From an optimization exercise on the open Yosys and OpenROAD flow, aimed at a short achievable clock period and few clock cycles; shortcuts taken in it are not production practice. Function was checked by simulation only, so behaviour that the tests miss may differ from the original. Power and IR drop assume default switching activity.

## design.v

```verilog
module mips32_pipeline_cpu #(
   parameter logic [31:0] RESET_PC = 32'h0000_0000
) (
   input  logic        clk,
   input  logic        reset,
   input  logic [31:0] imem_data,
   input  logic        imem_ready,
   output logic [31:0] imem_addr,
   input  logic [31:0] dmem_rdata,
   output logic        dmem_we,
   output logic [31:0] dmem_addr,
   output logic [31:0] dmem_wdata,
   output logic [31:0] cycle_count
);
   localparam logic [5:0] OP_R = 6'h00, OP_J = 6'h02, OP_JAL = 6'h03, OP_BEQ = 6'h04,
                          OP_BNE = 6'h05, OP_ADDI = 6'h08, OP_ADDIU = 6'h09, OP_SLTI = 6'h0A,
                          OP_SLTIU = 6'h0B, OP_ANDI = 6'h0C, OP_ORI = 6'h0D, OP_XORI = 6'h0E,
                          OP_LUI = 6'h0F, OP_LW = 6'h23, OP_SW = 6'h2B;
   localparam int S_ADD = 0, S_SLT = 1, S_SLTU = 2, S_AND = 3, S_OR = 4, S_XOR = 5, S_NOR = 6,
                  S_SLL = 7, S_SRL = 8, S_SRA = 9, NSEL = 10;
   logic [31:0] pc_q;
   logic        ifid_valid, ifid_pred;
   logic [31:0] ifid_instr, ifid_pc4, ifid_alt;
   logic        idex_valid, idex_wr, idex_ld, idex_st, idex_br, idex_bne, idex_pred, idex_sub;
   logic [NSEL-1:0] idex_sel;
   logic [4:0]  idex_dest, idex_rt, idex_shamt;
   logic        idex_fa_ex, idex_fa_wb, idex_fb_ex, idex_fb_wb, idex_fs_ex, idex_fs_wb;
   logic [31:0] idex_a, idex_b, idex_s, idex_alt;
   logic        exmem_valid, exmem_wr, exmem_ld, exmem_st, exmem_stfix;
   logic [4:0]  exmem_dest;
   logic [31:0] exmem_result, exmem_store;
   logic        memwb_we;
   logic [4:0]  memwb_dest;
   logic [31:0] memwb_wdata;
   logic [31:0] regs_q [1:31];
   logic [31:0] cyc_q;
   logic [31:0] pc4_if, f_btgt, f_jtgt, f_tgt, f_alt, pc_d;
   logic [5:0]  f_op;
   logic        f_isj, f_isbr, f_same, f_pred, f_redirect;
   logic        mispredict, load_use;
   assign pc4_if = pc_q + 32'd4;
   assign f_op   = imem_data[31:26];
   assign f_isj  = (f_op == OP_J) || (f_op == OP_JAL);
   assign f_isbr = (f_op == OP_BEQ) || (f_op == OP_BNE);
   assign f_same = imem_data[25:21] == imem_data[20:16];
   assign f_pred = f_op[0] ? !f_same : (f_same || imem_data[15]);
   assign f_btgt = pc4_if + {{14{imem_data[15]}}, imem_data[15:0], 2'b00};
   assign f_jtgt = {pc4_if[31:28], imem_data[25:0], 2'b00};
   assign f_redirect = f_isj || (f_isbr && f_pred);
   assign f_tgt  = f_isj ? f_jtgt : f_btgt;
   assign f_alt  = f_pred ? pc4_if : f_btgt;
   always_comb begin
      if (mispredict)                   pc_d = idex_alt;
      else if (load_use || !imem_ready) pc_d = pc_q;
      else if (f_redirect)              pc_d = f_tgt;
      else                              pc_d = pc4_if;
   end
   logic [5:0]  opc, fn;
   logic [4:0]  rs, rt, d_dest;
   logic [31:0] rf_rs, rf_rt, simm, zimm;
   logic        wb_we;
   logic        d_wr, d_ld, d_st, d_br, d_sub, d_useimm, d_azero, uses_rs, uses_rt;
   logic [NSEL-1:0] d_sel;
   logic [31:0] d_a, d_b;
   assign opc  = ifid_instr[31:26];
   assign fn   = ifid_instr[5:0];
   assign rs   = ifid_instr[25:21];
   assign rt   = ifid_instr[20:16];
   assign simm = {{16{ifid_instr[15]}}, ifid_instr[15:0]};
   assign zimm = {16'h0000, ifid_instr[15:0]};
   assign wb_we = memwb_we;
   always_comb begin
      rf_rs = (rs == 5'd0) ? '0 : (wb_we && memwb_dest == rs) ? memwb_wdata : regs_q[rs];
      rf_rt = (rt == 5'd0) ? '0 : (wb_we && memwb_dest == rt) ? memwb_wdata : regs_q[rt];
   end
   always_comb begin
      d_wr     = 1'b0;
      d_ld     = 1'b0;
      d_st     = 1'b0;
      d_br     = 1'b0;
      d_sub    = 1'b0;
      d_useimm = 1'b0;
      d_azero  = 1'b0;
      d_dest   = rt;
      d_sel    = '0;
      d_sel[S_ADD] = 1'b1;
      d_b      = simm;
      uses_rs  = 1'b1;
      uses_rt  = 1'b0;
      case (opc)
         OP_R: begin
            uses_rt = 1'b1;
            d_wr    = 1'b1;
            d_dest  = ifid_instr[15:11];
            d_sel   = '0;
            case (fn)
               6'h00: begin d_sel[S_SLL] = 1'b1; uses_rs = 1'b0; end
               6'h02: begin d_sel[S_SRL] = 1'b1; uses_rs = 1'b0; end
               6'h03: begin d_sel[S_SRA] = 1'b1; uses_rs = 1'b0; end
               6'h20, 6'h21: d_sel[S_ADD] = 1'b1;
               6'h22, 6'h23: begin d_sel[S_ADD] = 1'b1; d_sub = 1'b1; end
               6'h24: d_sel[S_AND] = 1'b1;
               6'h25: d_sel[S_OR]  = 1'b1;
               6'h26: d_sel[S_XOR] = 1'b1;
               6'h27: d_sel[S_NOR] = 1'b1;
               6'h2A: begin d_sel[S_SLT]  = 1'b1; d_sub = 1'b1; end
               6'h2B: begin d_sel[S_SLTU] = 1'b1; d_sub = 1'b1; end
               default: begin d_wr = 1'b0; uses_rs = 1'b0; uses_rt = 1'b0; end
            endcase
         end
         OP_J: uses_rs = 1'b0;
         OP_JAL: begin
            uses_rs = 1'b0; d_azero = 1'b1; d_useimm = 1'b1;
            d_wr = 1'b1; d_dest = 5'd31; d_b = ifid_pc4;
         end
         OP_BEQ, OP_BNE: begin d_br = 1'b1; uses_rt = 1'b1; end
         OP_ADDI, OP_ADDIU: begin d_useimm = 1'b1; d_wr = 1'b1; end
         OP_SLTI: begin
            d_useimm = 1'b1; d_wr = 1'b1; d_sub = 1'b1; d_sel = '0; d_sel[S_SLT] = 1'b1;
         end
         OP_SLTIU: begin
            d_useimm = 1'b1; d_wr = 1'b1; d_sub = 1'b1; d_sel = '0; d_sel[S_SLTU] = 1'b1;
         end
         OP_ANDI: begin
            d_useimm = 1'b1; d_wr = 1'b1; d_b = zimm; d_sel = '0; d_sel[S_AND] = 1'b1;
         end
         OP_ORI: begin
            d_useimm = 1'b1; d_wr = 1'b1; d_b = zimm; d_sel = '0; d_sel[S_OR] = 1'b1;
         end
         OP_XORI: begin
            d_useimm = 1'b1; d_wr = 1'b1; d_b = zimm; d_sel = '0; d_sel[S_XOR] = 1'b1;
         end
         OP_LUI: begin
            uses_rs = 1'b0; d_azero = 1'b1; d_useimm = 1'b1; d_wr = 1'b1;
            d_b = {ifid_instr[15:0], 16'h0000};
         end
         OP_LW: begin d_useimm = 1'b1; d_wr = 1'b1; d_ld = 1'b1; end
         OP_SW: begin d_useimm = 1'b1; d_st = 1'b1; end
         default: uses_rs = 1'b0;
      endcase
      if (d_dest == 5'd0) d_wr = 1'b0;
      if (!d_useimm) d_b = rf_rt;
      d_a = d_azero ? 32'd0 : rf_rs;
   end
   logic ex_fwd_ok, mem_fwd_ok;
   assign ex_fwd_ok  = idex_valid && idex_wr && !idex_ld;
   assign mem_fwd_ok = exmem_valid && exmem_wr;
   logic fa_ex, fa_wb, fb_ex, fb_wb, fs_ex, fs_wb;
   always_comb begin
      fa_ex = !d_azero && ex_fwd_ok && idex_dest == rs;
      fa_wb = !d_azero && !fa_ex && mem_fwd_ok && exmem_dest == rs;
      fs_ex = ex_fwd_ok && idex_dest == rt;
      fs_wb = !fs_ex && mem_fwd_ok && exmem_dest == rt;
      fb_ex = !d_useimm && fs_ex;
      fb_wb = !d_useimm && fs_wb;
   end
   assign load_use = ifid_valid && idex_valid && idex_ld &&
                     ((uses_rs && idex_dest == rs) || (uses_rt && idex_dest == rt));
   logic [31:0] src_a, src_b, st_val, sum, b_op, alu;
   logic        cout, lt_s, lt_u, eq, br_taken;
   assign src_a  = idex_fa_ex ? exmem_result : idex_fa_wb ? memwb_wdata : idex_a;
   assign src_b  = idex_fb_ex ? exmem_result : idex_fb_wb ? memwb_wdata : idex_b;
   assign st_val = idex_fs_ex ? exmem_result : idex_fs_wb ? memwb_wdata : idex_s;
   assign b_op = idex_sub ? ~src_b : src_b;
   assign {cout, sum} = {1'b0, src_a} + {1'b0, b_op} + {32'd0, idex_sub};
   assign lt_s = (src_a[31] != src_b[31]) ? src_a[31] : sum[31];
   assign lt_u = !cout;
   always_comb begin
      alu = '0;
      if (idex_sel[S_ADD])  alu = alu | sum;
      if (idex_sel[S_SLT])  alu = alu | {31'b0, lt_s};
      if (idex_sel[S_SLTU]) alu = alu | {31'b0, lt_u};
      if (idex_sel[S_AND])  alu = alu | (src_a & src_b);
      if (idex_sel[S_OR])   alu = alu | (src_a | src_b);
      if (idex_sel[S_XOR])  alu = alu | (src_a ^ src_b);
      if (idex_sel[S_NOR])  alu = alu | ~(src_a | src_b);
      if (idex_sel[S_SLL])  alu = alu | (src_b << idex_shamt);
      if (idex_sel[S_SRL])  alu = alu | (src_b >> idex_shamt);
      if (idex_sel[S_SRA])  alu = alu | $unsigned($signed(src_b) >>> idex_shamt);
   end
   assign eq         = src_a == src_b;
   assign br_taken   = eq ^ idex_bne;
   assign mispredict = idex_valid && idex_br && (br_taken != idex_pred);
   assign dmem_addr  = exmem_result;
   assign dmem_we    = exmem_valid && exmem_st;
   assign dmem_wdata = exmem_stfix ? memwb_wdata : exmem_store;
   always_ff @(posedge clk or posedge reset) begin
      if (reset) begin
         pc_q         <= RESET_PC;
         ifid_valid   <= 1'b0;
         ifid_pred    <= 1'b0;
         ifid_instr   <= '0;
         ifid_pc4     <= '0;
         ifid_alt     <= '0;
         idex_valid   <= 1'b0;
         idex_wr      <= 1'b0;
         idex_ld      <= 1'b0;
         idex_st      <= 1'b0;
         idex_br      <= 1'b0;
         idex_bne     <= 1'b0;
         idex_pred    <= 1'b0;
         idex_sub     <= 1'b0;
         idex_sel     <= '0;
         idex_dest    <= '0;
         idex_rt      <= '0;
         idex_shamt   <= '0;
         idex_fa_ex   <= 1'b0;
         idex_fa_wb   <= 1'b0;
         idex_fb_ex   <= 1'b0;
         idex_fb_wb   <= 1'b0;
         idex_fs_ex   <= 1'b0;
         idex_fs_wb   <= 1'b0;
         idex_a       <= '0;
         idex_b       <= '0;
         idex_s       <= '0;
         idex_alt     <= '0;
         exmem_valid  <= 1'b0;
         exmem_wr     <= 1'b0;
         exmem_ld     <= 1'b0;
         exmem_st     <= 1'b0;
         exmem_stfix  <= 1'b0;
         exmem_dest   <= '0;
         exmem_result <= '0;
         exmem_store  <= '0;
         memwb_we     <= 1'b0;
         memwb_dest   <= '0;
         memwb_wdata  <= '0;
         cyc_q        <= '0;
         for (int i = 1; i < 32; i++) regs_q[i] <= '0;
      end else begin
         pc_q <= pc_d;
         if (mispredict) begin
            ifid_valid <= 1'b0;
         end else if (!load_use) begin
            ifid_valid <= imem_ready;
            ifid_pred  <= f_redirect;
            ifid_instr <= imem_data;
            ifid_pc4   <= pc4_if;
            ifid_alt   <= f_alt;
         end
         idex_valid <= ifid_valid && !load_use && !mispredict;
         idex_wr    <= d_wr;
         idex_ld    <= d_ld;
         idex_st    <= d_st;
         idex_br    <= d_br;
         idex_bne   <= opc[0];
         idex_pred  <= ifid_pred;
         idex_sub   <= d_sub;
         idex_sel   <= d_sel;
         idex_dest  <= d_dest;
         idex_rt    <= rt;
         idex_shamt <= ifid_instr[10:6];
         idex_fa_ex <= fa_ex;
         idex_fa_wb <= fa_wb;
         idex_fb_ex <= fb_ex;
         idex_fb_wb <= fb_wb;
         idex_fs_ex <= fs_ex;
         idex_fs_wb <= fs_wb;
         idex_a     <= d_a;
         idex_b     <= d_b;
         idex_s     <= rf_rt;
         idex_alt   <= ifid_alt;
         exmem_valid  <= idex_valid;
         exmem_wr     <= idex_wr;
         exmem_ld     <= idex_ld;
         exmem_st     <= idex_st;
         exmem_stfix  <= exmem_valid && exmem_wr && exmem_ld && exmem_dest == idex_rt;
         exmem_dest   <= idex_dest;
         exmem_result <= alu;
         exmem_store  <= st_val;
         memwb_we    <= exmem_valid && exmem_wr;
         memwb_dest  <= exmem_dest;
         memwb_wdata <= exmem_ld ? dmem_rdata : exmem_result;
         if (memwb_we) regs_q[memwb_dest] <= memwb_wdata;
         cyc_q <= cyc_q + 32'd1;
      end
   end
   assign imem_addr   = pc_q;
   assign cycle_count = cyc_q;
endmodule
```

## run.sh

```bash
#!/bin/bash
# synth_recipe.tcl (not shown) runs the flow's synth.tcl, then flattens the netlist and writes it again
# the make line also repeats each setting of config.mk as NAME=value (left out here)
make -C /OpenROAD-flow-scripts/flow DESIGN_CONFIG=/design/flow/config.mk WORK_HOME=/design/flow/orfs CLKGATE_MAP_FILE= SYNTH_SCRIPT=/design/flow/synth_recipe.tcl finish
```

## config.mk

```make
export PLATFORM = sky130hd
export DESIGN_NAME = mips32_pipeline_cpu
export DESIGN_NICKNAME = mips32_pipeline_cpu
export VERILOG_FILES = /design/flow/design.v
export SDC_FILE = /design/flow/constraint.sdc
export NUM_CORES = 4
export LEC_CHECK = 0
export ABC_CLOCK_PERIOD_IN_PS = 3000
export CAP_MARGIN = 20
export CORE_MARGIN = 2
export CORE_UTILIZATION = 40
export SETUP_SLACK_MARGIN = 5
export SLEW_MARGIN = 20
```

## constraint.sdc

```tcl
create_clock -name core_clock -period 8.0 [get_ports {clk}]
set_input_delay 1.6000 -clock core_clock [delete_from_list [all_inputs] [get_ports {clk}]]
set_output_delay 1.6000 -clock core_clock [all_outputs]
set_load 0.01 [all_outputs]
```

==> impl_metrics.py <==
metrics = {
    "detailed_routing": {
        "drt_pass1_iterations": 17,
        "post-route-drc-count": 0,
        "ant_nets": 0,
        "totalWireLength_um": 400000,
        "drt_iter0_drc": 14314,
        "wl_per_cell_um": 37.7,
        "viasPerCell": 7.07,
        "vias": 75130,
    },
    "setup_path": {
        "slowest_stage": "dfrtp_4",
        "cp_data_required_time_ps": 8750,
        "cp-end-kind": "flop",
        "rr_endpoint": "pc_q[20]",
        "slowest_delay_ps": 550,
        "cp_data_arrival_time_ps": 4910,
        "path_cells": "buf_12 > buf_8 > mux2_4 > mux2i_4 > ha_4 > nor4_4 > nand4_1 > nor2_4 > xnor2_4 > and3_4 > buf_6 > buf_6 > nand2b_4 > a221oi_2 > o21a_1 > nor2_1",
        "crit_start": "idex_fb_wb",
        "start_kind": "flop",
        "worst-path-buf-inv": 4,
        "r2r_cells": 16,
        "crit_type": "flop to flop",
        "cp_common_cell": "buf_6",
        "path_delay_family": "simple AND/OR/NAND/NOR gates",
        "r2r-start": "idex_fb_wb",
        "rrSetupSlack_ps": 3840,
        "path_max_fanout": 8,
    },
    "job": {
        "maxCapViolations": 0,
    },
    "synthesis": {
        "seq_area_frac_synth": 0.463,
        "synth_cells": 7242,
        "avgSynthCellArea_um2": 10.7,
        "synth_flop_cell": "dfrtp_1",
        "yosysWarnings": 2,
        "synth_area_mm2": 0.0773,
        "synth_nets": 7437,
        "synthArstFlopShare": 1.00,
        "ys_ff_latch": 1431,
        "synth_cell_types": 78,
        "synth_edf_count": 0,
    },
    "timing": {
        "worst_pin_slew_ps": 1380,
        "min_period_ps": 4160,
        "setup_viol": 0,
        "slew_viol_final": 0,
        "fmax_ghz": 0.241,
        "tns_ps": 0,
        "hold_violations": 0,
        "rsz0062_at_grt": "yes",
        "clock_skew_ps": 54.7,
        "slew_headroom": 0.0730,
        "finalCritPeriodShare": 0.520,
    },
    "clock_network": {
        "clk_path_buf_depth": 3,
        "cts_root_buf": "clkbuf_16",
        "cts_buffers": 161,
        "tritoncts": "yes",
        "clk_latency_ps": 870,
        "cts.sinks": 1431,
        "cts.clk_slew.worst_paths_ps": 60,
        "htreeDepth": 4,
        "postCtsHoldBufs": 0,
    },
    "layout": {
        "area.growth.synth_to_final_pct": 32.6,
        "final-seq-area_mm2": 0.0359,
        "fill_cells": 16143,
        "layout_commonest_cell": "dfrtp_1",
        "drive_gt1_frac": 0.418,
        "multiInputGateArea_mm2": 0.0439,
        "layout_common_cells": "dfrtp_1, mux2_2, a22oi_1",
        "nets": 8137,
    },
    "power": {
        "total_power_mw": 20.8,
        "powerDensity_mw_per_mm2": 203,
        "ir_drop_mv": 0.241,
        "p_leak_nw": 46.6,
    },
    "floorplanning": {
        "fp.dieW_um": 443,
        "coreArea_mm2": 0.192,
        "die_area_mm2": 0.197,
        "start_util": 0.402,
        "die_h_um": 443,
        "pin_count": 196,
        "num_rows": 161,
    },
    "grt": {
        "grt_pass1_vias": 71054,
        "use_met3": 0.182,
        "grt_pass1_wl_um": 543000,
        "grt-busiest-layer": "met2",
        "gr-usage-all-layers": 0.384,
        "met1_usage": 0.489,
        "grt-ovfl-total": 0,
        "use_met2": 0.518,
        "antenna_found_initial": 22,
        "grt_max_degree": 171,
    },
    "worst_hold_path": {
        "worstHoldEndpoint": "exmem_st",
        "hp-start": "idex_st",
        "hold_class": "flop to flop",
        "min_path_cells": 0,
    },
    "placed_design": {
        "post-dp-hpwl_um": 221000,
        "portBuffers": 195,
        "routabilityCongestion": 1.01,
    },
    "run_status": {
        "status": "finished clean",
    },
}
## repair_timing
item,CTS,global route
cloned,44,17
endpoints found under the setup margin,989,846
setup buffers,502,217
gates resized for setup,1627,665
pin swaps,298,355
## cells by family after synthesis
logic type	after synthesis	synth area share
AO/OA/AOI/OAI	1858	0.172
XOR/XNOR	176	0.0200
adder cells (fa/ha/maj)	128	0.0209
buffers and inverters	786	0.0390
flip-flops	1431	0.463
multiplexers	1315	0.191
AND/OR/NAND/NOR	1548	0.0935
## state kept, by name, indices dropped and copies added (netlist names), 5 cells and up
name          cells
idex_a           32
idex_rt           5
memwb_wdata      32
idex_s           32
exmem_store      32
exmem_result     32
idex_shamt        5
ifid_instr       32
ifid_alt         30
idex_sel         10
cyc_q            32
exmem_dest        5
idex_alt         32
regs_q          992
memwb_dest        5
idex_dest         5
ifid_pc4         32
pc_q             32
idex_b           32
## power by group
group          internal, mW  switching [mW]  total [mW]
sequential             7.82           0.603        8.42
combinational          1.80            2.65        4.45
clock                  4.57            3.35        7.92
## cells in the mapped netlist (60+ instances only)
cell,count,area [um^2]
dfrtp_1,1431,35800
a22o_1,150,1310
a221oi_1,192,1680
nand2_1,521,1960
nand4_1,159,995
mux2i_1,205,2050
nor4_1,60,375
ha_1,126,1580
a21oi_1,253,1270
a22oi_1,599,4500
a222oi_1,61,611
xor2_1,61,534
o21ai_0,277,1390
nand3_1,169,846
nor2_1,370,1390
clkbuf_1,573,2150
nor3_1,98,490
mux2_2,1092,12300
xnor2_1,115,1010
inv_1,113,424
buf_1,64,240
## final cells by class
type | instances | area share
multi-input cells | 5041 | 0.429
flip-flops and latches | 1431 | 0.351
repair buffers | 1190 | 0.130
clock buffers | 228 | 0.0457
well taps | 2526 | 0.0309
clock inverters | 71 | 0.00917
inverters | 116 | 0.00441
diodes | 19 | 0.000464
repair inverters | 1 | 0.0000489
## worst max path at each step
| stage | end | slack (ps) | cells past startpoint |
|---|---|---|---|
| after global routing | pc_q[24] | 3850 | 17 |
| after CTS | exmem_result[31] | 4000 | 17 |
| after floorplan | cyc_q[0] | -13410 | 1 |
| after detailed placement | ifid_alt[20] | 1560 | 13 |
| final | pc_q[20] | 3840 | 16 |
| after global placement | ifid_alt[20] | 1740 | 13 |
## stage by stage
| stage | utilization | worst slack (ps) | std cells | hold slack (ps) | cell area (um^2) |
|---|---|---|---|---|---|
| 6_report | 0.533 | 3840 | 10623 | 360 | 102000 |
| 5_1_grt | 0.533 | 3850 | 10611 | 388 | 102000 |
| 4_1_cts | 0.506 | 4000 | 10370 | 360 | 97300 |
| 3_5_place_dp | 0.429 | 1560 | 9525 | 337 | 82400 |
| 3_3_place_gp | 0.428 | 1740 | 9524 | 340 | 82300 |
| 2_1_floorplan | - | -13410 | 7242 | 331 | 77300 |
## layer usage
layer  vias up  wire length, um
met5         -             1010
met4        36            34400
met3      2135            64700
met2      6784           156000
met1     37485           144000
li1      28690                -
Testbench counts, summed over its fixed seeds: cycles 948,087.

## port drivers added, routing unchanged
The results above use ideal ports. As a check the final layout listed here was re-extracted and re-timed, cells and wires unchanged.
Step 1: set_driving_cell puts a clkbuf_16 on clk and a buf_2 on each other input, an assumption about the parent block.
Step 2 moves the port delays by t, midway between the first and last clock arrival at a register: inputs arrive t later, outputs are due t later. That takes back most of the time a late clock gives input paths.
a / b / c = ideal / step 1 / step 2; a / b = the first two.
t, ns: 0.931
setup slack, ns: 3.844 / 3.844 / 3.210
worst setup path after step 2: input to register
cell pins on the clock port's net: 1
After both steps this run still meets setup and hold. For this run, drivers alone change the setup slack by 0.000 ns; drivers and shift together by -0.634 ns.
